What follows belongs to an exercise in optimizing a design on an open flow for small area, a short achievable clock period and few clock cycles per item; a production flow would make more cautious choices.
Function was checked by simulation only, so behaviour that the tests miss may differ from the original.
No activity file was given, so power comes from the tool's default toggle rates.

`flow/design.v`:
```
module aes_key_sched_iter #(
  parameter logic [2:0] MODES_EN = 3'b111,
  parameter int         IDX_W    = 6
) (
  input  logic             clk,
  input  logic             rst_n,
  input  logic             start,
  input  logic [1:0]       mode,
  input  logic [255:0]     key_in,
  output logic             busy,
  output logic             word_valid,
  input  logic             word_ready,
  output logic [31:0]      word_out,
  output logic [IDX_W-1:0] word_idx,
  output logic             done,
  output logic             err
);
  function automatic logic [7:0] vmap(input logic [7:0] u);
    vmap[7] = ^(u & 8'b00101110);
    vmap[6] = ^(u & 8'b10000010);
    vmap[5] = ^(u & 8'b00010100);
    vmap[4] = ^(u & 8'b01001110);
    vmap[3] = ^(u & 8'b01001111);
    vmap[2] = ^(u & 8'b10110100);
    vmap[1] = ^(u & 8'b11100001);
    vmap[0] = ^(u & 8'b10010000);
  endfunction
  function automatic logic [3:0] sbox_mid(input logic [7:0] v);
    logic V0, V1, V2, V3, V4, V5, V6, V7, U7;
    logic T1, T2, T3, T4, T6, T8, T9, T10, T13, T14, T15, T16;
    logic T17, T19, T20, T22, T23, T24, T25, T26, T27;
    logic M1, M2, M3, M4, M5, M6, M7, M8, M9, M10, M11, M12, M13, M14, M15, M16;
    logic M17, M18, M19, M20, M21, M22, M23, M24, M25, M26, M27, M28, M29, M30;
    logic M31, M32, M33, M34, M35, M36, M37, M38, M39, M40;
    {V0, V1, V2, V3, V4, V5, V6, V7} = v;
    T1 = V7;
    T2 = V2 ^ V7;
    T3 = V1;
    T4 = V2;
    T6 = V0 ^ V5;
    T8 = V0 ^ V3 ^ V4 ^ V5;
    T9 = V0 ^ V4;
    T10 = V3 ^ V5;
    T13 = V1 ^ V2;
    T14 = V3 ^ V7;
    T15 = V3;
    T16 = V0;
    T17 = V4;
    T19 = V6 ^ V7;
    T20 = V6;
    T22 = V1 ^ V6;
    T23 = V1 ^ V2 ^ V6 ^ V7;
    T24 = V2 ^ V3 ^ V5 ^ V7;
    T25 = V4 ^ V6;
    T26 = V0 ^ V1;
    T27 = V5;
    U7 = V3 ^ V4;
    M1 = T13 & T6;  M2 = T23 & T8;  M3 = T14 ^ M1;  M4 = T19 & U7;
    M5 = M4 ^ M1;   M6 = T3 & T16;  M7 = T22 & T9;  M8 = T26 ^ M6;
    M9 = T20 & T17; M10 = M9 ^ M6;  M11 = T1 & T15; M12 = T4 & T27;
    M13 = M12 ^ M11; M14 = T2 & T10; M15 = M14 ^ M11; M16 = M3 ^ M2;
    M17 = M5 ^ T24; M18 = M8 ^ M7;  M19 = M10 ^ M15; M20 = M16 ^ M13;
    M21 = M17 ^ M15; M22 = M18 ^ M13; M23 = M19 ^ T25;
    M24 = M22 ^ M23;
    M25 = M22 & M20; M26 = M21 ^ M25; M27 = M20 ^ M21; M28 = M23 ^ M25;
    M29 = M28 & M27; M30 = M26 & M24; M31 = M20 & M23; M32 = M27 & M31;
    M33 = M27 ^ M25; M34 = M21 & M22; M35 = M24 & M34; M36 = M24 ^ M25;
    M37 = M21 ^ M29; M38 = M32 ^ M33; M39 = M23 ^ M30; M40 = M35 ^ M36;
    sbox_mid = {M37, M38, M39, M40};
  endfunction
  function automatic logic [7:0] sbox_out(input logic [7:0] v, input logic [3:0] m);
    logic V0, V1, V2, V3, V4, V5, V6, V7, U7;
    logic T1, T2, T3, T4, T6, T8, T9, T10, T13, T15, T16;
    logic T17, T19, T20, T22, T23, T27;
    logic M37, M38, M39, M40, M41, M42, M43, M44;
    logic M45, M46, M47, M48, M49, M50, M51, M52, M53, M54, M55, M56, M57, M58;
    logic M59, M60, M61, M62, M63;
    logic L0, L1, L2, L3, L4, L5, L6, L7, L8, L9, L10, L11, L12, L13, L14, L15;
    logic L16, L17, L18, L19, L20, L21, L22, L23, L24, L25, L26, L27, L28, L29;
    {V0, V1, V2, V3, V4, V5, V6, V7} = v;
    T1 = V7;
    T2 = V2 ^ V7;
    T3 = V1;
    T4 = V2;
    T6 = V0 ^ V5;
    T8 = V0 ^ V3 ^ V4 ^ V5;
    T9 = V0 ^ V4;
    T10 = V3 ^ V5;
    T13 = V1 ^ V2;
    T15 = V3;
    T16 = V0;
    T17 = V4;
    T19 = V6 ^ V7;
    T20 = V6;
    T22 = V1 ^ V6;
    T23 = V1 ^ V2 ^ V6 ^ V7;
    T27 = V5;
    U7 = V3 ^ V4;
    {M37, M38, M39, M40} = m;
    M41 = M38 ^ M40; M42 = M37 ^ M39; M43 = M37 ^ M38; M44 = M39 ^ M40;
    M45 = M42 ^ M41;
    M46 = M44 & T6;  M47 = M40 & T8;  M48 = M39 & U7;  M49 = M43 & T16;
    M50 = M38 & T9;  M51 = M37 & T17; M52 = M42 & T15; M53 = M45 & T27;
    M54 = M41 & T10; M55 = M44 & T13; M56 = M40 & T23; M57 = M39 & T19;
    M58 = M43 & T3;  M59 = M38 & T22; M60 = M37 & T20; M61 = M42 & T1;
    M62 = M45 & T4;  M63 = M41 & T2;
    L0 = M61 ^ M62;  L1 = M50 ^ M56;  L2 = M46 ^ M48;  L3 = M47 ^ M55;
    L4 = M54 ^ M58;  L5 = M49 ^ M61;  L6 = M62 ^ L5;   L7 = M46 ^ L3;
    L8 = M51 ^ M59;  L9 = M52 ^ M53;  L10 = M53 ^ L4;  L11 = M60 ^ L2;
    L12 = M48 ^ M51; L13 = M50 ^ L0;  L14 = M52 ^ M61; L15 = M55 ^ L1;
    L16 = M56 ^ L0;  L17 = M57 ^ L1;  L18 = M58 ^ L8;  L19 = M63 ^ L4;
    L20 = L0 ^ L1;   L21 = L1 ^ L7;   L22 = L3 ^ L12;  L23 = L18 ^ L2;
    L24 = L15 ^ L9;  L25 = L6 ^ L10;  L26 = L7 ^ L9;   L27 = L8 ^ L10;
    L28 = L11 ^ L14; L29 = L11 ^ L17;
    sbox_out = {L6 ^ L24, ~(L16 ^ L26), ~(L19 ^ L28), L6 ^ L21,
               L20 ^ L22, L25 ^ L29, ~(L13 ^ L27), ~(L6 ^ L23)};
  endfunction
  function automatic logic [7:0] decode(input logic [IDX_W-1:0] i, input logic [2:0] q,
                                        input logic [1:0] md);
    logic kp, d4, d3, d2, d1, rot, nrot, last;
    kp = 1'b0; d4 = 1'b0; d3 = 1'b0; d2 = 1'b0; d1 = 1'b0;
    rot = 1'b0; nrot = 1'b0; last = 1'b0;
    case (md)
      2'd0: begin
        kp   = (i < IDX_W'(3));
        d4   = (q == 3'd3); d3 = (q == 3'd0); d2 = (q == 3'd1); d1 = (q == 3'd2);
        rot  = (q == 3'd3);
        last = (i == IDX_W'(43));
      end
      2'd1: begin
        kp   = (i < IDX_W'(5));
        d4   = (q == 3'd1); d3 = (q == 3'd2); d2 = (q == 3'd3); d1 = (q == 3'd4);
        rot  = (q == 3'd5);
        last = (i == IDX_W'(51));
      end
      default: begin
        kp   = (i < IDX_W'(7));
        d4   = (q[1:0] == 2'd3); d3 = (q[1:0] == 2'd0);
        d2   = (q[1:0] == 2'd1); d1 = (q[1:0] == 2'd2);
        rot  = (q == 3'd7);
        nrot = (q == 3'd3) && (i > IDX_W'(7));
        last = (i == IDX_W'(59));
      end
    endcase
    decode = {kp, d4, d3, d2, d1, rot, nrot, last};
  endfunction
  logic             busy_q, idle_q, done_q, err_q;   
  logic [IDX_W-1:0] idx_q, idx_n;
  logic [2:0]       q_q, q_n;       
  logic [1:0]       md_q, md_n;     
  logic [2:0]       nk_q;           
  logic [7:0]       c_q;            
  logic             c_kp, c_d4, c_d3, c_d2, c_d1, c_rot, c_nrot, c_last;
  logic [7:0]       rcon_q;
  logic [7:0]       xa_q, ya_q;     
  logic [7:0]       xb_q, yb_q;     
  logic [3:0]       xm_q, ym_q;     
  logic [7:0]       sb0_q, sb1_q, sb2_q, sb3_q;   
  logic [31:0]      s_q [8];
  logic             mode_ok, take, ld, adv, hold, busy_n;
  logic [7:0]       c_ld, c_adv;
  logic [31:0]      sh [8];         
  logic [31:0]      temp, new_word, e4, e3;
  logic [7:0]       xin, yin, xout, yout;
  always_comb begin
    case (mode)
      2'd0:    mode_ok = MODES_EN[0];
      2'd1:    mode_ok = MODES_EN[1];
      2'd2:    mode_ok = MODES_EN[2];
      default: mode_ok = 1'b0;
    endcase
  end
  assign {c_kp, c_d4, c_d3, c_d2, c_d1, c_rot, c_nrot, c_last} = c_q;
  assign take  = start && idle_q && mode_ok;
  assign ld    = idle_q;
  assign adv   = !idle_q && word_ready;
  assign hold  = !idle_q && !word_ready;
  always_comb begin
    idx_n = idx_q;
    q_n   = q_q;
    md_n  = md_q;
    if (ld) begin
      idx_n = '0;
      q_n   = 3'd0;
      md_n  = mode;
    end else if (adv) begin
      idx_n = idx_q + 1'b1;
      q_n   = c_rot ? 3'd0 : q_q + 3'd1;
    end
    c_ld  = decode('0, 3'd0, mode);
    c_adv = decode(idx_q + 1'b1, c_rot ? 3'd0 : q_q + 3'd1, md_q);
    busy_n = take || (!idle_q && !(adv && c_last));
  end
  always_comb begin
    temp = ({32{c_rot}}  & {sb1_q ^ rcon_q, sb2_q, sb3_q, sb0_q})
         | ({32{c_nrot}} & {sb0_q, sb1_q, sb2_q, sb3_q})
         | ({32{!c_rot && !c_nrot && !c_kp}} & s_q[7]);
    new_word = s_q[0] ^ temp;
    for (int k = 0; k < 7; k++) sh[k] = s_q[k+1];
    if (nk_q[0]) sh[2] = s_q[7];
    if (nk_q[1]) sh[4] = s_q[7];
    sh[7] = new_word;
    e4 = c_kp ? s_q[3] : (new_word ^ s_q[1] ^ s_q[2] ^ (nk_q[0] ? s_q[7] : s_q[3]));
    e3 = c_kp ? s_q[2] : (s_q[7] ^ s_q[0] ^ s_q[1] ^ s_q[2]);
    xin  = c_d4 ? e4[31:24] : e3[23:16];
    yin  = c_d4 ? e4[15:8]  : e3[7:0];
    xout = sbox_out(xb_q, xm_q);
    yout = sbox_out(yb_q, ym_q);
  end
  always_ff @(posedge clk) begin
    if (!rst_n) begin
      busy_q <= 1'b0;
      idle_q <= 1'b1;
      done_q <= 1'b0;
      err_q  <= 1'b0;
    end else begin
      done_q <= adv && c_last;
      err_q  <= start && idle_q && !mode_ok;
      busy_q <= busy_n;
      idle_q <= !busy_n;
    end
  end
  always_ff @(posedge clk) begin
    idx_q <= idx_n;
    q_q   <= q_n;
    md_q  <= md_n;
    nk_q  <= {md_n == 2'd2, md_n == 2'd1, md_n == 2'd0};
    if (ld)       c_q <= c_ld;
    else if (adv) c_q <= c_adv;
    for (int k = 0; k < 7; k++)
      s_q[k] <= ({32{ld}} & key_in[223 - 32*k -: 32]) | ({32{adv}} & sh[k])
              | ({32{hold}} & s_q[k]);
    s_q[7] <= ({32{ld}} & key_in[255:224]) | ({32{adv}} & sh[7]) | ({32{hold}} & s_q[7]);
    if (ld) begin
      rcon_q <= 8'h01;
    end else if (adv && c_rot) begin
      rcon_q <= {rcon_q[6:0], 1'b0} ^ (rcon_q[7] ? 8'h1b : 8'h00);
    end
    if (ld) begin
      xa_q <= vmap(key_in[159:152]);
      ya_q <= vmap(key_in[143:136]);
    end else if (adv) begin
      if (c_d4 || c_d3) begin xa_q <= vmap(xin); ya_q <= vmap(yin); end
      if (c_d3 || c_d2) begin
        xb_q <= xa_q; xm_q <= sbox_mid(xa_q);
        yb_q <= ya_q; ym_q <= sbox_mid(ya_q);
      end
      if (c_d2) begin sb0_q <= xout; sb2_q <= yout; end
      if (c_d1) begin sb1_q <= xout; sb3_q <= yout; end
    end
  end
  assign busy       = busy_q;
  assign word_valid = busy_q;
  assign done       = done_q;
  assign err        = err_q;
  assign word_out   = s_q[7];
  assign word_idx   = idx_q;
endmodule
```
`flow/flow/run.sh`:
```
#!/bin/bash
# Standard layout with two changes:
#  - the combinational logic is mapped with an area-oriented ABC script
#    (flow/abc_map.script) instead of ORFS's speed script; the resizer's
#    timing repair later sizes what needs it. Registers are mapped by the
#    standard dfflibmap step before ABC runs, so they are unchanged.
#  - the port buffers that global placement inserts are
#    sky130_fd_sc_hd__buf_1; later repair steps may still resize them.
set -euo pipefail
cd "$(dirname "$0")/.."
rm -rf scripts_copy
cp -r "$FLOW_HOME/scripts" scripts_copy
cp flow/abc_map.script scripts_copy/abc_speed.script
export SCRIPTS_DIR="$PWD/scripts_copy"
export BUFFER_PORTS_ARGS="-buffer_cell sky130_fd_sc_hd__buf_1"
bash standard.sh > standard.log 2>&1
```
`flow/flow/abc_map.script`:
```
strash
&get -n
&st
&dch
&nf
&put
topo
stime -c
```
`flow/standard.sh`:
```
#!/bin/bash
# synth_recipe.tcl (not shown) runs the flow's synth.tcl, then flattens the netlist and writes it again
# the make line also repeats each setting of config.mk as NAME=value (left out here)
make -C /OpenROAD-flow-scripts/flow DESIGN_CONFIG=/design/flow/config.mk WORK_HOME=/design/flow/orfs CLKGATE_MAP_FILE= SYNTH_SCRIPT=/design/flow/synth_recipe.tcl "${@:-finish}"
```
`flow/config.mk`:
```
export PLATFORM = sky130hd
export DESIGN_NAME = aes_key_sched_iter
export DESIGN_NICKNAME = aes_key_sched_iter
export VERILOG_FILES = /design/flow/design.v
export SDC_FILE = /design/flow/constraint.sdc
export NUM_CORES = 4
export LEC_CHECK = 0
export CAP_MARGIN = 20
export CORE_MARGIN = 2
export CORE_UTILIZATION = 55
export CTS_CLUSTER_DIAMETER = 100
export CTS_CLUSTER_SIZE = 24
export SETUP_SLACK_MARGIN = 3.45
export SLEW_MARGIN = 20
```
`flow/constraint.sdc`:
```
create_clock -name core_clock -period 6.0 [get_ports {clk}]
set_input_delay 1.2000 -clock core_clock [delete_from_list [all_inputs] [get_ports {clk}]]
set_output_delay 1.2000 -clock core_clock [all_outputs]
set_load 0.01 [all_outputs]
```
==> impl_metrics.yaml, run 1 <==
logic_synthesis:
  yosysSeqAreaShare_pct: 46.3
  syn-mean-instance-area_um2: 10.5
  yosys_warnings: 3
  synth_seq_cells: 361
  synthCells: 1643
  syn-num-nets: 1913
  syn_area_um2: 17200
  ys_types: 39
sta:
  worst_slew_pin_slew_ns: 1.02
  hold_violations: 0
  period_needed_ns: 2.80
  slew-limit-headroom_pct: 32.2
  rsz0062_at_grt: "yes"
  finalCritPeriodShare_pct: 46.7
  setup_viol: 0
  fmax_mhz: 357
  drv_slew: 0
  fin_skew_ns: 0.0336
placed_design:
  io_buffers: 303
  dp_cells: 2353
  place.gp.congestion: 0.847
  dp_hpwl_um: 32200
routing:
  num_vias: 14500
  drc: 0
  drt_iter0_markers: 1545
  first_pass_iters: 15
  drt-total-wl_um: 49600
  antenna_left: 0
  post_drt_wl_per_cell_um: 20.4
  avgViaCountPerCell: 5.96
die:
  start_util_pct: 56.1
  core_area_um2: 30700
  num_io_pins: 304
  die_w_um: 181
  die_y_um: 181
  row_count: 64
  die_area_um2: 32700
cells_and_area:
  final_common_cell: "buf_1"
  instances_no_fill: 2439
  fin_util_pct: 66.9
  drive_gt1_share_pct: 7.94
  nNetsFinal: 2301
  final_cell_mix: "303 x buf_1, 280 x dfxtp_1, 207 x nand2_1, 170 x xnor2_1, 156 x a22oi_1"
  area_growth_pct: 19.3
run:
  cap_violations: 0
pwr:
  p_leak_nw: 7.48
  vdd_ir_drop_max_v: 0.000340
  finalPower_mw: 7.71
  p_per_area_nw_per_um2: 376
run_status:
  status: "no timing/DRC/antenna violations"
grt:
  globalRouteOverflowTotal: 0
  grt_pass1_wl_um: 76100
  grt_max_degree: 171
  grt_util_all_layers_pct: 28.9
  grt_antenna_before_repair: 3
  grt_pass1_vias: 13700
setup_path:
  required_ns: 6.25
  crit_type: "register to register"
  max_stage_delay_ns: 0.55
  cp-endpoint: "xa_q[4]$_DFFE_PP_"
  cp_data_arrival_time_ns: 3.06
  end_kind: "register"
  r2r_start: "c_q[2]$_SDFFE_PP0P_"
  r2r_slack_ns: 3.20
  r2r-end: "xa_q[4]$_DFFE_PP_"
  cp_slowest_cell: "mux4_2"
  cp-start-kind: "register"
  cp_cell_sequence: "nor3_4 -> buf_12 -> buf_6 -> a221oi_4 -> xnor3_1 -> mux4_2 -> xnor2_4 -> xnor2_2 -> xnor2_1 -> o21ai_0"
  cp_max_fo: 15
  cp-startpoint: "c_q[2]$_SDFFE_PP0P_"
  rr_worst_depth: 10
clocking:
  cts_buffers: 19
  path_clk_slew_ns: 0.10
  insertion_delay_ns: 0.54
  cts-root-buf: "clkbuf_16"
  cts_tree: "built"
  cts_sinks: 361
  clockBufferDepth: 3
  cts-htree-levels: 1
min_path:
  hold_class: "register to register"
==> worst max-delay path, delay by kind of cell, from the launching register on <==
kind            cells  cell delay [ns]
simple gates        1             0.05
mux                 1             0.55
compound gates      2             0.41
xor+xnor            4             0.82
flops               1             0.38
buf+inv             2             0.30
==> flip-flops by register name, summed over array words and instances (netlist names) <==
| register | cells |
|---|---|
| busy_q | 1 |
| c_q | 8 |
| done_q | 1 |
| err_q | 1 |
| idle_q | 1 |
| idx_q | 6 |
| md_q | 2 |
| nk_q | 2 |
| q_q | 3 |
| rcon_q | 8 |
| s_q | 256 |
| sb0_q | 8 |
| sb1_q | 8 |
| sb2_q | 8 |
| sb3_q | 8 |
| xa_q | 8 |
| xb_q | 8 |
| xm_q | 4 |
| ya_q | 8 |
| yb_q | 8 |
| ym_q | 4 |
==> cell usage after synthesis <==
library cell / count / area share, %
a211oi_1: 4 / 0.17
a21boi_0: 1 / 0.044
a21o_1: 1 / 0.044
a21oi_1: 20 / 0.58
a221oi_1: 8 / 0.41
a222oi_1: 122 / 7.1
a22o_1: 4 / 0.20
a22oi_1: 156 / 6.8
a31oi_1: 1 / 0.036
a32o_1: 1 / 0.058
and2_0: 13 / 0.47
and3_1: 2 / 0.073
buf_4: 1 / 0.044
clkinv_1: 105 / 2.3
dfxtp_1: 288 / 34
edfxtp_1: 73 / 13
ha_1: 8 / 0.58
mux2_1: 2 / 0.13
mux2i_1: 71 / 4.1
mux4_2: 14 / 1.8
nand2_1: 207 / 4.5
nand2b_1: 4 / 0.15
nand3_1: 3 / 0.087
nand4_1: 1 / 0.036
nor2_1: 41 / 0.89
nor2b_1: 6 / 0.22
nor3_1: 8 / 0.23
nor4_1: 2 / 0.073
nor4b_1: 1 / 0.051
o2111ai_1: 1 / 0.051
o211ai_1: 4 / 0.17
o21a_1: 2 / 0.087
o21ai_0: 121 / 3.5
o22a_1: 2 / 0.10
o22ai_1: 1 / 0.036
o31ai_1: 1 / 0.044
xnor2_1: 195 / 9.9
xnor3_1: 12 / 1.6
xor2_1: 136 / 6.9
==> per-stage QoR <==
step / hold slack (ns) / setup TNS, ns / setup slack [ns] / area, µm²
floorplan: 0.422 / -1260.63 / -6.70 / 17400
global placement: 0.429 / 0 / 2.43 / 19100
detailed placement: 0.434 / 0 / 2.33 / 19100
CTS: 0.449 / 0 / 3.23 / 20200
global route: 0.462 / 0 / 3.11 / 20500
finish: 0.447 / 0 / 3.20 / 20500
==> report_power, final <==
group	switching [mW]	internal [mW]	total, mW
logic	1.52	1.44	2.96
registers	0.327	3.01	3.33
clock network	0.810	0.608	1.42
==> kinds of logic after synthesis <==
logic type	after synthesis	synth area share, %
AO/OA/AOI/OAI	450	19.5
XOR/XNOR	343	18.4
adder cells (fa/ha/maj)	8	0.582
buffers and inverters	106	2.34
flip-flops	361	46.3
multiplexers	87	6.10
AND/OR/NAND/NOR	288	6.80
==> worst min path at each step <==
stage | startpoint | to | cells after the start
detailed placement | s_q[4][14]$_DFF_P_ | s_q[3][14]$_DFF_P_ | 2
global route | s_q[4][13]$_DFF_P_ | s_q[3][13]$_DFF_P_ | 2
global placement | s_q[6][19]$_DFF_P_ | s_q[5][19]$_DFF_P_ | 2
CTS | s_q[6][19]$_DFF_P_ | s_q[5][19]$_DFF_P_ | 2
finish | s_q[4][29]$_DFF_P_ | s_q[3][29]$_DFF_P_ | 2
floorplan | s_q[6][13]$_DFF_P_ | s_q[5][13]$_DFF_P_ | 2
==> repair_timing <==
action                                  in CTS  in global routing
endpoints found under the setup margin      86                225
hold buffers                                 0                  0
resized for setup                           35                 26
cloned                                       1                  1
setup buffers                               36                 15
pin swaps                                   17                 12
endpoints found under the hold margin        0                  0
==> cell type report <==
| cell class | instances | area (µm²) |
|---|---|---|
| Fill cell | 2534 | 10100 |
| Multi-Input combinational cell | 1178 | 9320 |
| Sequential cell | 361 | 7980 |
| Timing Repair Buffer | 366 | 1790 |
| Clock buffer | 30 | 517 |
| Tap cell | 396 | 495 |
| Inverter | 105 | 394 |
| Clock inverter | 1 | 30.0 |
| Antenna cell | 2 | 5.00 |
==> routing by layer <==
| layer | wire length, µm | track usage (%) | part of all wire [%] | vias to the layer above |
|---|---|---|---|---|
| met1 | 20900 | 38.7 | 42 | 7080 |
| met5 | 13 | 0 | 0.026 | - |
| met2 | 23900 | 48.5 | 48 | 499 |
| li1 | - | - | - | 6900 |
| met4 | 1390 | 8.58 | 2.8 | 2 |
| met3 | 3400 | 4.52 | 6.8 | 67 |
Testbench counts, summed over its fixed seeds: cycles 27,072, words 26,552.
==> run 2: changes to the inputs <==
--- a/flow/design.v
+++ b/flow/design.v
@@ -17,11 +17,11 @@
 );
   function automatic logic [7:0] vmap(input logic [7:0] u);
-    vmap[7] = ^(u & 8'b00101110);
-    vmap[6] = ^(u & 8'b10000010);
-    vmap[5] = ^(u & 8'b00010100);
-    vmap[4] = ^(u & 8'b01001110);
-    vmap[3] = ^(u & 8'b01001111);
-    vmap[2] = ^(u & 8'b10110100);
-    vmap[1] = ^(u & 8'b11100001);
+    vmap[7] = ^(u & 8'b10000100);
+    vmap[6] = ^(u & 8'b00100010);
+    vmap[5] = ^(u & 8'b00000001);
+    vmap[4] = ^(u & 8'b01100000);
+    vmap[3] = ^(u & 8'b01000100);
+    vmap[2] = ^(u & 8'b00001010);
+    vmap[1] = ^(u & 8'b00100001);
     vmap[0] = ^(u & 8'b10010000);
   endfunction
@@ -35,25 +35,25 @@
     {V0, V1, V2, V3, V4, V5, V6, V7} = v;
     T1 = V7;
-    T2 = V2 ^ V7;
-    T3 = V1;
-    T4 = V2;
-    T6 = V0 ^ V5;
-    T8 = V0 ^ V3 ^ V4 ^ V5;
-    T9 = V0 ^ V4;
-    T10 = V3 ^ V5;
-    T13 = V1 ^ V2;
-    T14 = V3 ^ V7;
-    T15 = V3;
-    T16 = V0;
-    T17 = V4;
-    T19 = V6 ^ V7;
-    T20 = V6;
-    T22 = V1 ^ V6;
-    T23 = V1 ^ V2 ^ V6 ^ V7;
-    T24 = V2 ^ V3 ^ V5 ^ V7;
-    T25 = V4 ^ V6;
-    T26 = V0 ^ V1;
-    T27 = V5;
-    U7 = V3 ^ V4;
+    T2 = V0;
+    T3 = V0 ^ V1 ^ V3 ^ V4;
+    T4 = V0 ^ V7;
+    T6 = V5 ^ V7;
+    T8 = V2 ^ V5 ^ V7;
+    T9 = V2 ^ V3;
+    T10 = V3 ^ V5 ^ V7;
+    T13 = V1 ^ V3 ^ V4 ^ V7;
+    T14 = V4 ^ V5 ^ V7;
+    T15 = V4 ^ V5;
+    T16 = V3 ^ V4 ^ V5;
+    T17 = V2 ^ V4 ^ V5;
+    T19 = V0 ^ V4 ^ V6 ^ V7;
+    T20 = V0 ^ V4 ^ V6;
+    T22 = V1 ^ V3 ^ V6;
+    T23 = V0 ^ V1 ^ V3 ^ V6;
+    T24 = V0 ^ V3 ^ V5 ^ V7;
+    T25 = V0 ^ V2 ^ V5 ^ V6;
+    T26 = V0 ^ V1 ^ V5;
+    T27 = V3 ^ V4 ^ V7;
+    U7 = V2;
     M1 = T13 & T6;  M2 = T23 & T8;  M3 = T14 ^ M1;  M4 = T19 & U7;
     M5 = M4 ^ M1;   M6 = T3 & T16;  M7 = T22 & T9;  M8 = T26 ^ M6;
@@ -80,21 +80,21 @@
     {V0, V1, V2, V3, V4, V5, V6, V7} = v;
     T1 = V7;
-    T2 = V2 ^ V7;
-    T3 = V1;
-    T4 = V2;
-    T6 = V0 ^ V5;
-    T8 = V0 ^ V3 ^ V4 ^ V5;
-    T9 = V0 ^ V4;
-    T10 = V3 ^ V5;
-    T13 = V1 ^ V2;
-    T15 = V3;
-    T16 = V0;
-    T17 = V4;
-    T19 = V6 ^ V7;
-    T20 = V6;
-    T22 = V1 ^ V6;
-    T23 = V1 ^ V2 ^ V6 ^ V7;
-    T27 = V5;
-    U7 = V3 ^ V4;
+    T2 = V0;
+    T3 = V0 ^ V1 ^ V3 ^ V4;
+    T4 = V0 ^ V7;
+    T6 = V5 ^ V7;
+    T8 = V2 ^ V5 ^ V7;
+    T9 = V2 ^ V3;
+    T10 = V3 ^ V5 ^ V7;
+    T13 = V1 ^ V3 ^ V4 ^ V7;
+    T15 = V4 ^ V5;
+    T16 = V3 ^ V4 ^ V5;
+    T17 = V2 ^ V4 ^ V5;
+    T19 = V0 ^ V4 ^ V6 ^ V7;
+    T20 = V0 ^ V4 ^ V6;
+    T22 = V1 ^ V3 ^ V6;
+    T23 = V0 ^ V1 ^ V3 ^ V6;
+    T27 = V3 ^ V4 ^ V7;
+    U7 = V2;
     {M37, M38, M39, M40} = m;
     M41 = M38 ^ M40; M42 = M37 ^ M39; M43 = M37 ^ M38; M44 = M39 ^ M40;
==> run 2 against run 1 <==
Against the previous run: critical path type unchanged; worst setup slack better by 0.30 ns; worst hold slack better by 0.0024 ns; synthesized area up 0.95%; wire length up 0.84%; die area up 0.94%; still clean on timing, DRC and antenna; flip-flop and latch count unchanged; critical path depth down 2; fmax up 12%; total power up 3.7%.
==> impl_metrics.yaml, run 2 <==
logic_synthesis:
  synth_area_leaders: "dfxtp_1 33%, edfxtp_1 13%, xnor2_1 8.4%, a222oi_1 7.7%, xor2_1 7.5%"
  synthArstFlopShare_pct: 0
  synthFlopType: "dfxtp_1"
  syn-mean-instance-area_um2: 10.3
  ys_types: 36
  synth_commonest_cells: "288 x dfxtp_1, 181 x nand2_1, 167 x xnor2_1, 156 x o21ai_0, 149 x xor2_1"
  yosysSeqAreaShare_pct: 45.8
  synth_edf_count: 73
  yosysMostFrequentCell: "dfxtp_1"
  synthCells: 1684
  synth_top_area_share_pct: 33.2
  synth_seq_cells: 361
  syn_area_um2: 17400
  syn-num-nets: 1951
  yosysTopAreaCell: "dfxtp_1"
  yosys_warnings: 3
grt:
  globalRouteOverflowTotal: 0
  grt_pass1_wl_um: 76300
  grt_pass1_vias: 13900
  grt_antenna_before_repair: 2
  grt_max_degree: 107
  grt_util_all_layers_pct: 28.9
setup_path:
  cp_max_fo: 6
  r2r-end: "xm_q[1]$_DFFE_PP_"
  end_kind: "register"
  r2r_start: "xa_q[3]$_DFFE_PP_"
  required_ns: 6.26
  cp_slowest_cell: "mux2i_1"
  cp_cell_sequence: "buf_4 -> xor2_2 -> mux2i_1 -> xnor2_2 -> xnor3_1 -> xnor2_1 -> a21oi_1 -> a22oi_1"
  max_stage_delay_ns: 0.39
  crit_type: "register to register"
  cp_num_buf_inv: 1
  r2r_slack_ns: 3.50
  cp_data_arrival_time_ns: 2.77
  cp-start-kind: "register"
  rr_worst_depth: 8
  path_delay_family: "XOR/XNOR gates"
routing:
  drt_iter0_markers: 1659
  drt-total-wl_um: 50100
  dr_wl_met2_um: 23800
  drc: 0
  met3_length_um: 3700
  first_pass_iters: 9
  wl_met1_um: 21500
  top_layer: "met4"
  post_drt_wl_per_cell_um: 20.3
  num_vias: 14700
  antenna_left: 0
  avgViaCountPerCell: 5.96
min_path:
  hold_end: "s_q[5][9]$_DFF_P_"
  hp-start: "s_q[6][9]$_DFF_P_"
  hold_path_depth: 2
  hold_class: "register to register"
die:
  die_y_um: 182
  num_io_pins: 304
  start_util_pct: 55.4
  row_count: 65
  die_area_um2: 33000
  die_w_um: 182
  core_area_um2: 31300
cells_and_area:
  largest_reg_flops: 256
  regMostFlops: "s_q"
  final_common_cell: "buf_1"
  nNetsFinal: 2316
  final_cell_mix: "302 x buf_1, 280 x dfxtp_1, 181 x nand2_1, 160 x xnor2_1, 147 x a22oi_1"
  drive_gt1_share_pct: 5.53
  area_growth_pct: 17.0
  fin_util_pct: 64.9
sta:
  hold_violations: 0
  finalCritPeriodShare_pct: 41.7
  worst_slew_pin_slew_ns: 0.968
  setup_ws_ns: 3.50
  drv_slew: 0
  setup-tns-final_ns: 0
  period_needed_ns: 2.50
  rsz0062_at_grt: "yes"
  slew-limit-headroom_pct: 35.5
  setup_viol: 0
  fmax_mhz: 399
  fin_skew_ns: 0.0262
clocking:
  cts-root-buf: "clkbuf_16"
  hold_buffers: 0
  cts_sinks: 361
  clockBufferDepth: 3
  cts_buffers: 19
  cts-htree-levels: 1
  path_clk_slew_ns: 0.10
  insertion_delay_ns: 0.52
  cts_tree: "built"
run:
  cap_violations: 0
placed_design:
  io_buffers: 303
  place.gp.congestion: 0.835
  dp_hpwl_um: 31000
  preCtsSetupSlack_ns: 2.69
pwr:
  p_per_area_nw_per_um2: 394
  vdd_ir_drop_max_v: 0.000248
  p_leak_nw: 7.34
run_status:
  status: "no timing/DRC/antenna violations"
==> run 2: changes by cell type in the layout (fill, tap and decap cells not counted), sizes merged, moves of 13 or more <==
cell	previous run	this run
o21ai	121	156
xor2	136	149
a21oi	20	41
buf	366	342
xnor2	195	167
nand2	207	181
clkinv	106	119
==> run 2: kinds of logic (layout without fill, tap and decap cells) <==
logic type,after synthesis,in the layout,share of synthesized area [%]
buffers and inverters,119,494,2.59
adders and majority gates,5,5,0.360
AOI/OAI and AO/OA,519,519,21.6
xor gates and xnor gates,335,335,18.4
other,0,3,0
DFF,361,361,45.8
muxes,76,76,4.69
and+or+nand+nor,269,270,6.49
==> run 2: metrics by stage <==
step / power, mW / hold slack, ns / area [µm²] / std cells
6_report: 8.00 / 0.449 / 20300 / 2465
5_1_grt: 8.46 / 0.459 / 20300 / 2462
2_1_floorplan: 5.77 / 0.420 / 17500 / 1684
4_1_cts: 7.88 / 0.450 / 20000 / 2444
3_3_place_gp: 6.34 / 0.427 / 19200 / 2400
3_5_place_dp: 6.43 / 0.436 / 19200 / 2400
==> run 2: worst max-delay path by stage <==
stage,from,endpoint,cells past startpoint
after detailed placement,word_ready,rcon_q[3]$_SDFFE_PP0P_,6
final,xa_q[3]$_DFFE_PP_,xm_q[1]$_DFFE_PP_,8
after global placement,word_ready,rcon_q[1]$_SDFFE_PP0P_,6
after global routing,xa_q[4]$_DFFE_PP_,xm_q[0]$_DFFE_PP_,7
after CTS,word_ready,sb3_q[0]$_DFFE_PP_,3
after floorplan,idle_q$_SDFF_PN1_,xa_q[0]$_DFFE_PP_,2
==> run 2: what timing repair did <==
item | 4_1_cts | 5_1_grt
endpoints found under the hold margin | 0 | 0
endpoints found under the setup margin | 183 | 208
gates resized for setup | 12 | 39
setup buffers | 11 | 17
cloned | 1 | 1
pin swaps | 2 | 9
==> run 2: area by class of cell <==
class | instances | area [µm²]
sequential | 361 | 7980
clock inverter | 1 | 30.0
timing repair buffer | 344 | 1630
inverter | 118 | 443
clock buffer | 31 | 520
multi-input combinational | 1205 | 9200
fill | 2705 | 11000
antenna | 3 | 7.51
tap | 402 | 503
==> run 2: layer usage <==
| layer | vias to the layer above | track usage, % |
|---|---|---|
| li1 | 7028 | - |
| met5 | - | 0 |
| met1 | 7119 | 39.1 |
| met2 | 471 | 49.2 |
| met4 | 0 | 6.47 |
| met3 | 67 | 4.43 |
==> run 2: power breakdown <==
group	internal [mW]	leakage [nW]	total (mW)	switching (mW)
clock network	0.611	0.260	1.41	0.802
registers	3.05	3.11	3.36	0.318
logic	1.53	3.97	3.22	1.69
==> run 2: worst reg2reg max path: stages, from the launching register on <==
cell and delay (ns):
edfxtp_1 0.38, buf_4 0.19, xor2_2 0.26, mux2i_1 0.39, xnor2_2 0.20, xnor3_1 0.31
xnor2_1 0.18, a21oi_1 0.22, a22oi_1 0.13
Testbench counts of run 2, summed over its fixed seeds: cycles 27,072, words 26,552.
==> run 3: changes to the inputs <==
--- a/flow/config.mk
+++ b/flow/config.mk
@@ -11,4 +11,4 @@
 export CTS_CLUSTER_DIAMETER = 100
 export CTS_CLUSTER_SIZE = 24
-export SETUP_SLACK_MARGIN = 3.45
+export SETUP_SLACK_MARGIN = 3.65
 export SLEW_MARGIN = 20
==> run 3 against run 2 <==
Against the previous run: count of clock-buffer cells in the layout decreased by 2; sequential share of layout area decreased by 1.7 points; worst hold slack worse by 0.0034 ns; final cell count increased by 2.3%; clock power about the same; worst setup slack better by 0.048 ns; synthesized area is the same; fmax up 2.0%; die area did not move; via count grew 4.3%; critical endpoint is now ym_q[1]$_DFFE_PP_; largest cell class unchanged.
==> impl_metrics.yaml, run 3 <==
setup_path:
  required_ns: 6.28
  max_stage_delay_ns: 0.55
  r2r_start: "ya_q[3]$_DFFE_PP_"
  path_delay_family: "XOR/XNOR gates"
  cp-startpoint: "ya_q[3]$_DFFE_PP_"
  rr_worst_depth: 7
  end_kind: "register"
  cp_cell_sequence: "buf_6 -> xor2_1 -> ha_2 -> xnor3_2 -> xnor2_4 -> a21oi_2 -> a22oi_2"
  cp_slowest_cell: "edfxtp_1"
  r2r-end: "ym_q[1]$_DFFE_PP_"
  cp_data_arrival_time_ns: 2.73
  cp-endpoint: "ym_q[1]$_DFFE_PP_"
  crit_type: "register to register"
  cp_num_buf_inv: 1
  r2r_slack_ns: 3.54
  path_depth: 7
  cp-start-kind: "register"
  cp_max_fo: 4
sta:
  rsz0062_at_grt: "yes"
  slew-limit-headroom_pct: 33.2
  period_needed_ns: 2.46
  hold_slack_ns: 0.446
  fin_skew_ns: 0.0222
  setup_ws_ns: 3.54
  worst_slew_pin_slew_ns: 1.00
  finalCritPeriodShare_pct: 40.9
  setup_viol: 0
  fmax_mhz: 407
  hold_violations: 0
  setup-tns-final_ns: 0
  drv_slew: 0
die:
  die_y_um: 182
  die_w_um: 182
  start_util_pct: 55.4
  die_area_um2: 33000
  num_io_pins: 304
  core_area_um2: 31300
  row_count: 65
cells_and_area:
  final_cell_mix: "300 x buf_1, 246 x dfxtp_1, 180 x nand2_1, 146 x a22oi_1, 142 x xnor2_1"
  fillers: 2535
  instances_no_fill: 2522
  nNetsFinal: 2374
  regMostFlops: "s_q"
  largest_reg_flops: 256
  area_growth_pct: 23.7
  drive_gt1_share_pct: 12.9
  final_common_cell: "buf_1"
logic_synthesis:
  syn-num-nets: 1951
  muxShareOfSynthArea_pct: 4.69
  synthFlopType: "dfxtp_1"
  syn-mean-instance-area_um2: 10.3
  synth_xor_area_share_pct: 18.4
  synthCells: 1684
  yosysTopAreaCell: "dfxtp_1"
  synth_top_family_by_area: "compound AO/OA/AOI/OAI gates"
  yosys_warnings: 3
  yosysMostFrequentCell: "dfxtp_1"
  ys_types: 36
  synth_compound_area_share_pct: 21.6
  syn_area_um2: 17400
  synth_seq_cells: 361
  synth_area_leaders: "dfxtp_1 33%, edfxtp_1 13%, xnor2_1 8.4%, a222oi_1 7.7%, xor2_1 7.5%"
  yosysSeqAreaShare_pct: 45.8
  synthArstFlopShare_pct: 0
  synth_top_area_share_pct: 33.2
  synth-simple-area-share_pct: 6.49
  synth_fa_ha_area_share_pct: 0.360
  synth_commonest_cells: "288 x dfxtp_1, 181 x nand2_1, 167 x xnor2_1, 156 x o21ai_0, 149 x xor2_1"
  synth_edf_count: 73
routing:
  first_pass_iters: 12
  drt_iter0_markers: 1861
  drt-total-wl_um: 54200
  post_drt_wl_per_cell_um: 21.5
  drc: 0
  avgViaCountPerCell: 6.07
  antenna_left: 0
  num_vias: 15300
clocking:
  clockBufferDepth: 3
  cts_sinks: 361
  path_clk_slew_ns: 0.10
  cts_buffers: 19
  cts_tree: "built"
  cts-htree-levels: 1
  cts-root-buf: "clkbuf_16"
  hold_buffers: 0
  insertion_delay_ns: 0.53
grt:
  grt_util_all_layers_pct: 30.5
  grt_pass1_wl_um: 79500
  grt_pass1_vias: 14400
  grt_max_degree: 99
  grt_antenna_before_repair: 3
  globalRouteOverflowTotal: 0
placed_design:
  place.gp.congestion: 0.895
  io_buffers: 303
  preCtsSetupSlack_ns: 2.79
  dp_hpwl_um: 31700
  dp_cells: 2398
run_status:
  status: "no timing/DRC/antenna violations"
pwr:
  vdd_ir_drop_max_v: 0.000277
  p_leak_nw: 7.83
  p_per_area_nw_per_um2: 399
run:
  cap_violations: 0
min_path:
  hold_class: "register to register"
run 3: tightest hold or removal path: stages, from the launching register on:
cell,delay [ns]
dfxtp_1,0.32
nand2_1,0.05
nand2_1,0.04
run 3: how the worst min path moves through the flow:
stage | startpoint | to | slack (ns) | cells past startpoint
after floorplan | c_q[3]$_SDFFE_PP0P_ | c_q[3]$_SDFFE_PP0P_ | 0.42 | 2
after CTS | s_q[6][29]$_DFF_P_ | s_q[5][29]$_DFF_P_ | 0.45 | 2
after detailed placement | s_q[6][15]$_DFF_P_ | s_q[5][15]$_DFF_P_ | 0.44 | 2
final | s_q[6][29]$_DFF_P_ | s_q[5][29]$_DFF_P_ | 0.45 | 2
after global routing | s_q[6][25]$_DFF_P_ | s_q[5][25]$_DFF_P_ | 0.46 | 2
after global placement | s_q[6][9]$_DFF_P_ | s_q[5][9]$_DFF_P_ | 0.43 | 2
run 3: kinds of logic (layout without fill, tap and decap cells):
family	Yosys count	in the layout
AO/OA/AOI/OAI	519	519
XOR/XNOR	335	335
multiplexers	76	76
other	0	3
flip-flops	361	361
buffers and inverters	119	549
AND/OR/NAND/NOR	269	272
adder cells (fa/ha/maj)	5	5
run 3: power by group:
part	internal [mW]	switching, mW
combinational	1.86	1.91
sequential	3.05	0.331
clock	0.607	0.807
run 3: metal layers:
layer  share of wire [%]  global-route usage, %
met1                  42                   40.8
met2                  48                   51.1
met3                 7.5                   4.65
met4                 2.7                   9.20
met5                   0                      0
run 3: cell type report:
class | count | area [µm²] | area share (%)
Antenna cell | 3 | 7.51 | 0.0349
Clock buffer | 29 | 513 | 2.39
Clock inverter | 2 | 26.3 | 0.122
Inverter | 118 | 443 | 2.06
Multi-Input combinational cell | 1207 | 9730 | 45.3
Sequential cell | 361 | 8080 | 37.6
Tap cell | 402 | 503 | 2.34
Timing Repair Buffer | 400 | 2180 | 10.2
run 3: repair_timing:
| item | in CTS | in global routing |
|---|---|---|
| setup endpoints to repair | 400 | 130 |
| pin swaps | 21 | 44 |
| gates cloned | 3 | 4 |
| gates resized for setup | 90 | 115 |
| setup buffers | 42 | 41 |
run 3: per-stage QoR:
stage	util, %	cell area, µm²	power [mW]
finish	68.6	21500	8.58
floorplan	-	17500	5.77
detailed placement	61.4	19200	6.40
global placement	61.4	19200	6.33
CTS	65.6	20600	8.10
global route	68.6	21500	9.05
==> run 4: changes to the inputs <==
--- a/flow/config.mk
+++ b/flow/config.mk
@@ -10,5 +10,5 @@
 export CORE_UTILIZATION = 55
 export CTS_CLUSTER_DIAMETER = 100
-export CTS_CLUSTER_SIZE = 24
-export SETUP_SLACK_MARGIN = 3.65
+export CTS_CLUSTER_SIZE = 32
+export SETUP_SLACK_MARGIN = 3.45
 export SLEW_MARGIN = 20
==> run 4 against run 3 <==
Against the previous run: non-clock buffer count shrank 54; synthesized area is the same; critical endpoint is now xm_q[1]$_DFFE_PP_; die area unchanged; utilization down 4.1 points; global-route usage is 1.6 points lower; largest cell class unchanged; count of clock-buffer cells in the layout decreased by 7; still clean; clock power shrank 11%; sequential share of layout area up 1.9 points; total power is 8.3% lower.
==> impl_metrics.yaml, run 4 <==
routing:
  num_vias: 14700
  drt_iter0_markers: 1755
  drc: 0
  drt-total-wl_um: 50000
  avgViaCountPerCell: 5.99
  first_pass_iters: 11
  post_drt_wl_per_cell_um: 20.3
  antenna_left: 0
logic_synthesis:
  synth_seq_cells: 361
  yosysTopAreaCell: "dfxtp_1"
  synthArstFlopShare_pct: 0
  synth_edf_count: 73
  syn_area_um2: 17400
  syn-mean-instance-area_um2: 10.3
  synth_top_area_share_pct: 33.2
  syn-num-nets: 1951
  synthFlopType: "dfxtp_1"
  yosys_warnings: 3
  yosysSeqAreaShare_pct: 45.8
  ys_types: 36
  yosysMostFrequentCell: "dfxtp_1"
  synth_area_leaders: "dfxtp_1 33%, edfxtp_1 13%, xnor2_1 8.4%, a222oi_1 7.7%, xor2_1 7.5%"
  synth_commonest_cells: "288 x dfxtp_1, 181 x nand2_1, 167 x xnor2_1, 156 x o21ai_0, 149 x xor2_1"
  synthCells: 1684
cells_and_area:
  multi_input_area_um2: 9180
  seqCellArea_um2: 7980
  fillers: 2721
  area_growth_pct: 16.4
  drive_gt1_share_pct: 5.45
  final_common_cell: "buf_1"
  regMostFlops: "s_q"
  final_cell_mix: "302 x buf_1, 280 x dfxtp_1, 181 x nand2_1, 160 x xnor2_1, 147 x a22oi_1"
  nNetsFinal: 2314
  largest_reg_flops: 256
min_path:
  hold_class: "register to register"
  hold_path_depth: 2
  hold_end: "s_q[3][11]$_DFF_P_"
  hp-start: "s_q[4][11]$_DFF_P_"
setup_path:
  crit_type: "register to register"
  rr_worst_depth: 8
  cp_data_arrival_time_ns: 2.76
  cp-start-kind: "register"
  r2r_start: "xa_q[3]$_DFFE_PP_"
  path_delay_family: "XOR/XNOR gates"
  cp_max_fo: 6
  cp_slowest_cell: "edfxtp_1"
  cp_num_buf_inv: 1
  cp_cell_sequence: "buf_4 -> xor2_2 -> mux2i_1 -> xnor2_2 -> xnor3_1 -> xnor2_1 -> a21oi_1 -> a22oi_1"
  r2r-end: "xm_q[1]$_DFFE_PP_"
  required_ns: 6.27
  max_stage_delay_ns: 0.39
  r2r_slack_ns: 3.51
  end_kind: "register"
sta:
  setup_ws_ns: 3.51
  period_needed_ns: 2.49
  setup_viol: 0
  drv_slew: 0
  fmax_mhz: 402
  finalCritPeriodShare_pct: 41.5
  hold_slack_ns: 0.451
  worst_slew_pin_slew_ns: 0.961
  fin_skew_ns: 0.0189
  hold_violations: 0
  rsz0062_at_grt: "no"
  slew-limit-headroom_pct: 35.9
grt:
  globalRouteOverflowTotal: 0
  grt_pass1_wl_um: 76200
  grt.busiest_layer: "met2"
  use_met1_pct: 39.1
  grt_pass1_vias: 13800
  use_met2_pct: 48.9
  grt_max_degree: 107
  grt_util_all_layers_pct: 28.9
  use_met3_pct: 4.71
  grt_antenna_before_repair: 1
die:
  die_y_um: 182
  die_w_um: 182
  core_area_um2: 31300
  row_count: 65
  die_area_um2: 33000
  num_io_pins: 304
  start_util_pct: 55.4
pwr:
  p_leak_nw: 7.30
  p_switching_mw: 2.79
  p_int_mw: 5.07
  vdd_ir_drop_max_v: 0.000281
  pwr-share-clk_pct: 16.1
  p_per_area_nw_per_um2: 389
  p_seq_share_pct: 42.8
  p_comb_share_pct: 41.1
  p_sw_share_pct: 35.5
run_status:
  status: "no timing/DRC/antenna violations"
placed_design:
  preCtsSetupSlack_ns: 2.69
  dp_hpwl_um: 31000
  io_buffers: 303
  place.gp.congestion: 0.835
clocking:
  cts-root-buf: "clkbuf_16"
  cts-htree-levels: 1
  cts_tree: "built"
  hold_buffers: 0
  path_clk_slew_ns: 0.12
  clockBufferDepth: 3
  cts_buffers: 15
  insertion_delay_ns: 0.52
  cts_sinks: 361
run:
  cap_violations: 0
-- run 4: cell counts after synthesis --
Identical to the previous run, type by type.
-- run 4: worst reg2reg max path, delay by kind of cell, from the launching register on --
| kind | cells | cell delay, ns |
|---|---|---|
| xor+xnor | 4 | 0.95 |
| buf+inv | 1 | 0.19 |
| mux | 1 | 0.39 |
| flops | 1 | 0.39 |
| compound gates | 2 | 0.33 |
-- run 4: how the worst max path moves through the flow --
| stage | from | endpoint | cells past startpoint |
|---|---|---|---|
| 2_1_floorplan | idle_q$_SDFF_PN1_ | xa_q[0]$_DFFE_PP_ | 2 |
| 3_5_place_dp | word_ready | rcon_q[3]$_SDFFE_PP0P_ | 6 |
| 3_3_place_gp | word_ready | rcon_q[1]$_SDFFE_PP0P_ | 6 |
| 4_1_cts | word_ready | sb1_q[0]$_DFFE_PP_ | 3 |
| 6_report | xa_q[3]$_DFFE_PP_ | xm_q[1]$_DFFE_PP_ | 8 |
| 5_1_grt | xa_q[3]$_DFFE_PP_ | xm_q[0]$_DFFE_PP_ | 8 |
-- run 4: cell type report --
type | count | share of cell area, %
Multi-Input combinational cell | 1205 | 45.4
Sequential cell | 361 | 39.5
Timing Repair Buffer | 346 | 8.17
Tap cell | 402 | 2.49
Inverter | 118 | 2.19
Clock buffer | 22 | 2.04
Clock inverter | 3 | 0.142
Antenna cell | 4 | 0.0495
-- run 4: repair_timing --
action                                  CTS  global route
pin swaps                                 2             8
gates resized for setup                  10            38
endpoints found under the setup margin  192           210
endpoints found under the hold margin     0             0
cloned                                    1             1
setup buffers                            12            18
-- run 4: logic make-up (layout without fill, tap and decap cells) --
logic type               Yosys count  after routing  synth area share [%]
AO/OA/AOI/OAI                    519            519                  21.6
flip-flops                       361            361                  45.8
XOR/XNOR                         335            335                  18.4
AND/OR/NAND/NOR                  269            270                  6.49
buffers and inverters            119            489                  2.59
multiplexers                      76             76                  4.69
adder cells (fa/ha/maj)            5              5                 0.360
other                              0              4                     0
-- run 4: per-stage QoR --
step                      cells  TNS (ns)  power, mW  cell area [µm²]  utilization, %
after detailed placement   2400         0       6.43            19200            61.4
final                      2461         0       7.86            20200            64.5
after global routing       2457         0       8.30            20200            64.5
after global placement     2400         0       6.34            19200            61.4
after floorplan            1684  -1233.96       5.77            17500               -
after CTS                  2438         0       7.71            19900            63.5
-- run 4: power groups by stage --
stage          clock (mW)  sequential (mW)  combinational (mW)
6_report             1.26             3.36                3.23
5_1_grt              1.37             3.40                3.52
4_1_cts              1.30             3.36                3.05
3_5_place_dp            0             3.43                3.00
3_3_place_gp            0             3.42                2.92
2_1_floorplan           0             3.37                2.40
-- run 4: routing by layer --
| layer | wire length (µm) | vias to the layer above | share of wire (%) |
|---|---|---|---|
| li1 | - | 7036 | - |
| met1 | 21700 | 7164 | 43 |
| met2 | 23800 | 485 | 48 |
| met3 | 3560 | 56 | 7.1 |
| met4 | 938 | 0 | 1.9 |
| met5 | 0 | - | 0 |
==> run 5: changes to the inputs <==
--- a/flow/config.mk
+++ b/flow/config.mk
@@ -10,5 +10,5 @@
 export CORE_UTILIZATION = 55
 export CTS_CLUSTER_DIAMETER = 100
-export CTS_CLUSTER_SIZE = 32
+export CTS_CLUSTER_SIZE = 28
 export SETUP_SLACK_MARGIN = 3.45
 export SLEW_MARGIN = 20
==> run 5 against run 4 <==
Against the previous run: final area about the same; sequential share of layout area about the same; critical endpoint unchanged; worst hold slack improved by 0.00067 ns; critical path type unchanged; critical path depth unchanged; clock power increased by 4%; largest cell class unchanged; flip-flop and latch count unchanged; via count increased by 0.26%.
==> impl_metrics.yaml, run 5 <==
logic_synthesis:
  syn-mean-instance-area_um2: 10.3
  synth_top_area_share_pct: 33.2
  syn-num-nets: 1951
  synthArstFlopShare_pct: 0
  yosysMostFrequentCell: "dfxtp_1"
  synth_area_leaders: "dfxtp_1 33%, edfxtp_1 13%, xnor2_1 8.4%, a222oi_1 7.7%, xor2_1 7.5%"
  synthCells: 1684
  synth_seq_cells: 361
  synth_commonest_cells: "288 x dfxtp_1, 181 x nand2_1, 167 x xnor2_1, 156 x o21ai_0, 149 x xor2_1"
  syn_area_um2: 17400
  ys_types: 36
  yosysTopAreaCell: "dfxtp_1"
  synth_edf_count: 73
  yosysSeqAreaShare_pct: 45.8
  yosys_warnings: 3
  synthFlopType: "dfxtp_1"
cells_and_area:
  largest_reg_flops: 256
  regMostFlops: "s_q"
  final_common_cell: "buf_1"
  drive_gt1_share_pct: 5.40
  final_cell_mix: "302 x buf_1, 280 x dfxtp_1, 181 x nand2_1, 160 x xnor2_1, 147 x a22oi_1"
  fin_util_pct: 64.6
  area_growth_pct: 16.4
  nNetsFinal: 2314
clocking:
  clockBufferDepth: 3
  insertion_delay_ns: 0.53
  cts_sinks: 361
  cts-htree-levels: 1
  hold_buffers: 0
  cts-root-buf: "clkbuf_16"
  cts_buffers: 16
  cts_tree: "built"
  path_clk_slew_ns: 0.11
setup_path:
  cp-startpoint: "xa_q[3]$_DFFE_PP_"
  r2r-end: "xm_q[1]$_DFFE_PP_"
  rr_worst_depth: 8
  cp_max_fo: 6
  end_kind: "register"
  r2r_slack_ns: 3.50
  cp-endpoint: "xm_q[1]$_DFFE_PP_"
  r2r_start: "xa_q[3]$_DFFE_PP_"
  cp-start-kind: "register"
  max_stage_delay_ns: 0.39
  cp_data_arrival_time_ns: 2.76
  cp_num_buf_inv: 1
  path_delay_family: "XOR/XNOR gates"
  cp_cell_sequence: "buf_4 -> xor2_2 -> mux2i_1 -> xnor2_2 -> xnor3_1 -> xnor2_1 -> a21oi_1 -> a22oi_1"
  path_depth: 8
  cp_slowest_cell: "edfxtp_1"
  crit_type: "register to register"
  required_ns: 6.27
routing:
  avgViaCountPerCell: 6.00
  drt_iter0_markers: 1640
  drt-total-wl_um: 50000
  antenna_left: 0
  num_vias: 14800
  post_drt_wl_per_cell_um: 20.3
  first_pass_iters: 14
  drc: 0
die:
  row_count: 65
  die_area_um2: 33000
  start_util_pct: 55.4
  num_io_pins: 304
  core_area_um2: 31300
  die_w_um: 182
  die_y_um: 182
min_path:
  hold_class: "register to register"
pwr:
  p_leak_nw: 7.30
  vdd_ir_drop_max_v: 0.000269
  finalPower_mw: 7.91
  p_per_area_nw_per_um2: 391
grt:
  grt_pass1_vias: 13800
  globalRouteOverflowTotal: 0
  grt_util_all_layers_pct: 28.9
  grt_max_degree: 107
  grt_antenna_before_repair: 1
  grt_pass1_wl_um: 76100
run:
  cap_violations: 0
sta:
  hold_violations: 0
  slew-limit-headroom_pct: 35.9
  finalCritPeriodShare_pct: 41.6
  drv_slew: 0
  setup_viol: 0
  rsz0062_at_grt: "no"
  fmax_mhz: 401
  period_needed_ns: 2.50
  worst_slew_pin_slew_ns: 0.962
  fin_skew_ns: 0.0132
placed_design:
  io_buffers: 303
  dp_hpwl_um: 31000
  place.gp.congestion: 0.835
run_status:
  status: "no timing/DRC/antenna violations"
==> run 5: per-layer routing <==
layer  track usage [%]  share of wire (%)  up-vias
li1                  -                  -     7036
met1              38.9                 43     7225
met2              49.0                 48      461
met3              4.47                6.8       58
met4              6.93                2.1        0
met5                 0                  0        -
==> run 5: power breakdown <==
group / leakage (nW) / internal, mW / switching (mW)
logic: 3.97 / 1.53 / 1.70
registers: 3.11 / 3.05 / 0.318
clock network: 0.225 / 0.540 / 0.775
==> run 5: how the worst min path moves through the flow <==
stage / from / end / slack, ns / depth (start not counted)
3_3_place_gp: s_q[6][31]$_DFF_P_ / s_q[5][31]$_DFF_P_ / 0.43 / 2
3_5_place_dp: s_q[4][28]$_DFF_P_ / s_q[3][28]$_DFF_P_ / 0.44 / 2
6_report: s_q[6][25]$_DFF_P_ / s_q[5][25]$_DFF_P_ / 0.45 / 2
2_1_floorplan: c_q[3]$_SDFFE_PP0P_ / c_q[3]$_SDFFE_PP0P_ / 0.42 / 2
5_1_grt: s_q[4][1]$_DFF_P_ / s_q[3][1]$_DFF_P_ / 0.46 / 2
4_1_cts: s_q[6][25]$_DFF_P_ / s_q[5][25]$_DFF_P_ / 0.45 / 2
==> run 5: logic make-up after synthesis <==
logic type | after synthesis | synth area share, %
AND/OR/NAND/NOR | 269 | 6.49
buffers and inverters | 119 | 2.59
adder cells (fa/ha/maj) | 5 | 0.360
XOR/XNOR | 335 | 18.4
AO/OA/AOI/OAI | 519 | 21.6
flip-flops | 361 | 45.8
multiplexers | 76 | 4.69
==> run 5: repair_timing <==
action	in CTS	in global routing
pin swaps	2	8
gates cloned	1	1
endpoints found under the setup margin	183	194
buffers inserted	12	17
resized for setup	10	37
==> run 5: worst min-delay path: stages, from the launching register on <==
cell and delay, ns:
dfxtp_1 0.33, nand2_1 0.05, nand2_1 0.04
==> run 5: stage by stage <==
step	area, µm²	hold WS, ns	setup TNS, ns	worst slack [ns]	cells
6_report	20200	0.451	0	3.50	2464
2_1_floorplan	17500	0.420	-1233.96	-6.60	1684
3_3_place_gp	19200	0.427	0	2.71	2400
4_1_cts	19900	0.452	0	3.44	2441
5_1_grt	20200	0.461	0	3.39	2459
3_5_place_dp	19200	0.436	0	2.69	2400
==> run 5: area by class of cell <==
cell class | instances | area, µm²
sequential | 361 | 7980
tap | 402 | 503
clock inverter | 1 | 5.00
antenna | 5 | 12.5
fill | 2721 | 11100
multi-input combinational | 1205 | 9180
inverter | 118 | 443
timing repair buffer | 345 | 1630
clock buffer | 27 | 463
==> run 6: changes to the inputs <==
==> flow/flow/abc_map.script (replaced) <==
strash
&get -n
&st
&syn2
&dch -f
&nf -R 1000
&put
topo
stime -c
==> run 6 against run 5 <==
Against the previous run: still clean on timing, DRC and antenna; utilization grew 1.1 points; via count up 3.2%; final area fell by 0.97%; final cell count rose by 6.2%; fmax fell by 2.3%; non-clock buffer count is 8 higher; clock skew fell by 0.0011 ns; register-to-register slack is essentially flat; clock power barely moved; worst hold slack better by 0.023 ns; synthesized cell count is 9.3% higher; largest cell class unchanged.
==> impl_metrics.yaml, run 6 <==
cells_and_area:
  final_cell_mix: "426 x nor2_1, 302 x buf_1, 280 x dfxtp_1, 195 x o22ai_1, 185 x xnor2_1"
  antenna_cells: 0
  largest_reg_flops: 256
  area_growth_pct: 17.5
  drive_gt1_share_pct: 5.45
  regMostFlops: "s_q"
  instances_no_fill: 2616
  nNetsFinal: 2479
  fillers: 2708
  final_common_cell: "nor2_1"
sta:
  slew-limit-headroom_pct: 38.5
  hold_slack_ns: 0.474
  drv_slew: 0
  hold_violations: 0
  period_needed_ns: 2.55
  fmax_mhz: 391
  rsz0062_at_grt: "yes"
  setup-tns-final_ns: 0
  finalCritPeriodShare_pct: 42.6
  worst_slew_pin_slew_ns: 0.922
  fin_skew_ns: 0.0121
  setup_viol: 0
routing:
  avgViaCountPerCell: 5.83
  post_drt_wl_per_cell_um: 19.1
  drt-total-wl_um: 50000
  drt_iter0_markers: 1263
  first_pass_iters: 6
  num_vias: 15300
  antenna_left: 0
  drc: 0
die:
  start_util_pct: 55.8
  die_w_um: 180
  core_area_um2: 30500
  num_io_pins: 304
  die_area_um2: 32400
  die_y_um: 180
  row_count: 64
pwr:
  p_leak_nw: 7.30
  p_per_area_nw_per_um2: 386
  p_sw_share_pct: 36.3
  p_int_mw: 4.92
  p_comb_share_pct: 40.0
  pwr-share-clk_pct: 16.9
  vdd_ir_drop_max_v: 0.000254
  p_seq_share_pct: 43.1
  p_switching_mw: 2.80
logic_synthesis:
  synthArstFlopShare_pct: 0
  syn-num-nets: 2107
  yosys_warnings: 3
  yosysSeqAreaShare_pct: 46.7
  syn_area_um2: 17000
  ys_types: 36
  synth_edf_count: 73
  syn-mean-instance-area_um2: 9.26
  synth_commonest_cells: "429 x nor2_1, 288 x dfxtp_1, 195 x o22ai_1, 194 x xnor2_1, 136 x xor2_1"
  yosysMostFrequentCell: "nor2_1"
  synth_area_leaders: "dfxtp_1 34%, edfxtp_1 13%, xnor2_1 10%, nor2_1 9.5%, o22ai_1 7.2%"
  synthFlopType: "dfxtp_1"
  synthCells: 1840
  synth_seq_cells: 361
  yosysTopAreaCell: "dfxtp_1"
  synth_top_area_share_pct: 33.8
clocking:
  path_clk_slew_ns: 0.11
  clockBufferDepth: 3
  cts_buffers: 16
  cts-htree-levels: 1
  insertion_delay_ns: 0.53
  cts-root-buf: "clkbuf_16"
  cts_tree: "built"
  cts_sinks: 361
  hold_buffers: 0
grt:
  grt_max_degree: 195
  globalRouteOverflowTotal: 0
  grt_pass1_wl_um: 77300
  grt_antenna_before_repair: 0
  grt_util_all_layers_pct: 29.3
  grt_pass1_vias: 14300
placed_design:
  io_buffers: 303
  dp_hpwl_um: 30900
  place.gp.congestion: 0.893
  dp_cells: 2550
min_path:
  hold_class: "register to register"
setup_path:
  cp_data_arrival_time_ns: 2.74
  end_kind: "register"
  crit_type: "primary input to register"
  cp_max_fo: 32
  required_ns: 6.18
  cp-start-kind: "primary input"
run:
  cap_violations: 0
run_status:
  status: "no timing/DRC/antenna violations"
[run 6: what timing repair did]
item,4_1_cts,5_1_grt
endpoints found under the setup margin,206,153
gates resized for setup,25,43
gates cloned,3,1
setup buffers,11,25
pin swaps,6,20
[run 6: cells by family after synthesis]
| family | after synthesis | share of synthesized area (%) |
|---|---|---|
| and+or+nand+nor | 544 | 12.5 |
| AOI/OAI and AO/OA | 515 | 18.9 |
| DFF | 361 | 46.7 |
| xor gates and xnor gates | 330 | 17.0 |
| muxes | 71 | 4.18 |
| buffers and inverters | 12 | 0.286 |
| adders and majority gates | 7 | 0.485 |
[run 6: layout make-up]
| type | instances | area [µm²] | area share (%) |
|---|---|---|---|
| timing repair buffer | 353 | 1660 | 8.28 |
| clock buffer | 25 | 455 | 2.28 |
| clock inverter | 1 | 5.00 | 0.0250 |
| sequential | 361 | 7980 | 39.8 |
| inverter | 11 | 93.8 | 0.469 |
| multi-input combinational | 1469 | 9340 | 46.6 |
| tap | 396 | 495 | 2.48 |
[run 6: power by group through the flow]
stage / clock network [mW] / logic [mW] / registers [mW]
finish: 1.31 / 3.09 / 3.33
global route: 1.41 / 3.41 / 3.36
CTS: 1.33 / 2.90 / 3.33
detailed placement: 0 / 2.82 / 3.39
global placement: 0 / 2.76 / 3.39
floorplan: 0 / 2.23 / 3.32
[run 6: worst paths after layout]
check / startpoint / to / slack [ns] / depth (start not counted)
hold reg to reg: q_q[1]$_SDFFE_PP0P_ / q_q[1]$_SDFFE_PP0P_ / 0.47 / 2
hold / removal: q_q[1]$_SDFFE_PP0P_ / q_q[1]$_SDFFE_PP0P_ / 0.47 / 2
setup / recovery: word_ready / sb0_q[4]$_DFFE_PP_ / 3.45 / 4
setup reg to reg: c_q[1]$_SDFFE_PP0P_ / xa_q[6]$_DFFE_PP_ / 3.49 / 12
[run 6: stage by stage]
step | setup slack, ns | power [mW] | cell area (µm²) | util, %
2_1_floorplan | 2.76 | 5.55 | 17100 | -
3_3_place_gp | 2.34 | 6.15 | 18900 | 61.8
3_5_place_dp | 2.25 | 6.21 | 18900 | 61.8
4_1_cts | 3.46 | 7.56 | 19600 | 64.2
5_1_grt | 3.35 | 8.19 | 20000 | 65.6
6_report | 3.45 | 7.72 | 20000 | 65.6
[run 6: routing by layer]
| metal | vias up | global-route usage [%] | wire length [µm] |
|---|---|---|---|
| met1 | 7263 | 41.3 | 22200 |
| met3 | 78 | 3.72 | 3570 |
| met5 | - | 0 | 0 |
| li1 | 7374 | - | - |
| met4 | 0 | 9.19 | 1400 |
| met2 | 535 | 47.0 | 22800 |
[run 6: critical path: stages]
cell	delay, ns
buf_2	0.35
nor2b_4	0.22
buf_4	0.39
and2_2	0.54

==> static timing again, ports no longer ideal <==
How much do the figures lean on ideal ports? The routed layouts below were timed once more, with nothing changed but the port constraints. Step 1: set_driving_cell puts a clkbuf_16 on clk and a buf_2 on each other input, an assumption about the parent block. Step 2 times the ports against the registers' clock, not the clock port: input delays grow and output delays shrink by t, the midpoint of the rising clock arrivals with the driver on. a / b / c = ideal / step 1 / step 2; a / b = the first two.
run | shift t [ns] | slack for setup (ns) | worst slew at a driven data input, ns
run 1 | 0.579 | 3.198 / 3.198 / 2.943 | 0.08
run 2 | 0.562 | 3.495 / 3.495 / 3.051 | 0.09
run 3 | 0.572 | 3.543 / 3.543 / 3.196 | 0.12
run 4 | 0.566 | 3.510 / 3.493 / 3.033 | 0.09
run 5 | 0.578 | 3.504 / 3.482 / 3.015 | 0.08
run 6 | 0.575 | 3.446 / 3.467 / 2.904 | 0.08
After both steps setup and hold are still met in every run listed. For run 6, which loses most, drivers alone change the setup slack by +0.021 ns; drivers and shift together by -0.542 ns.
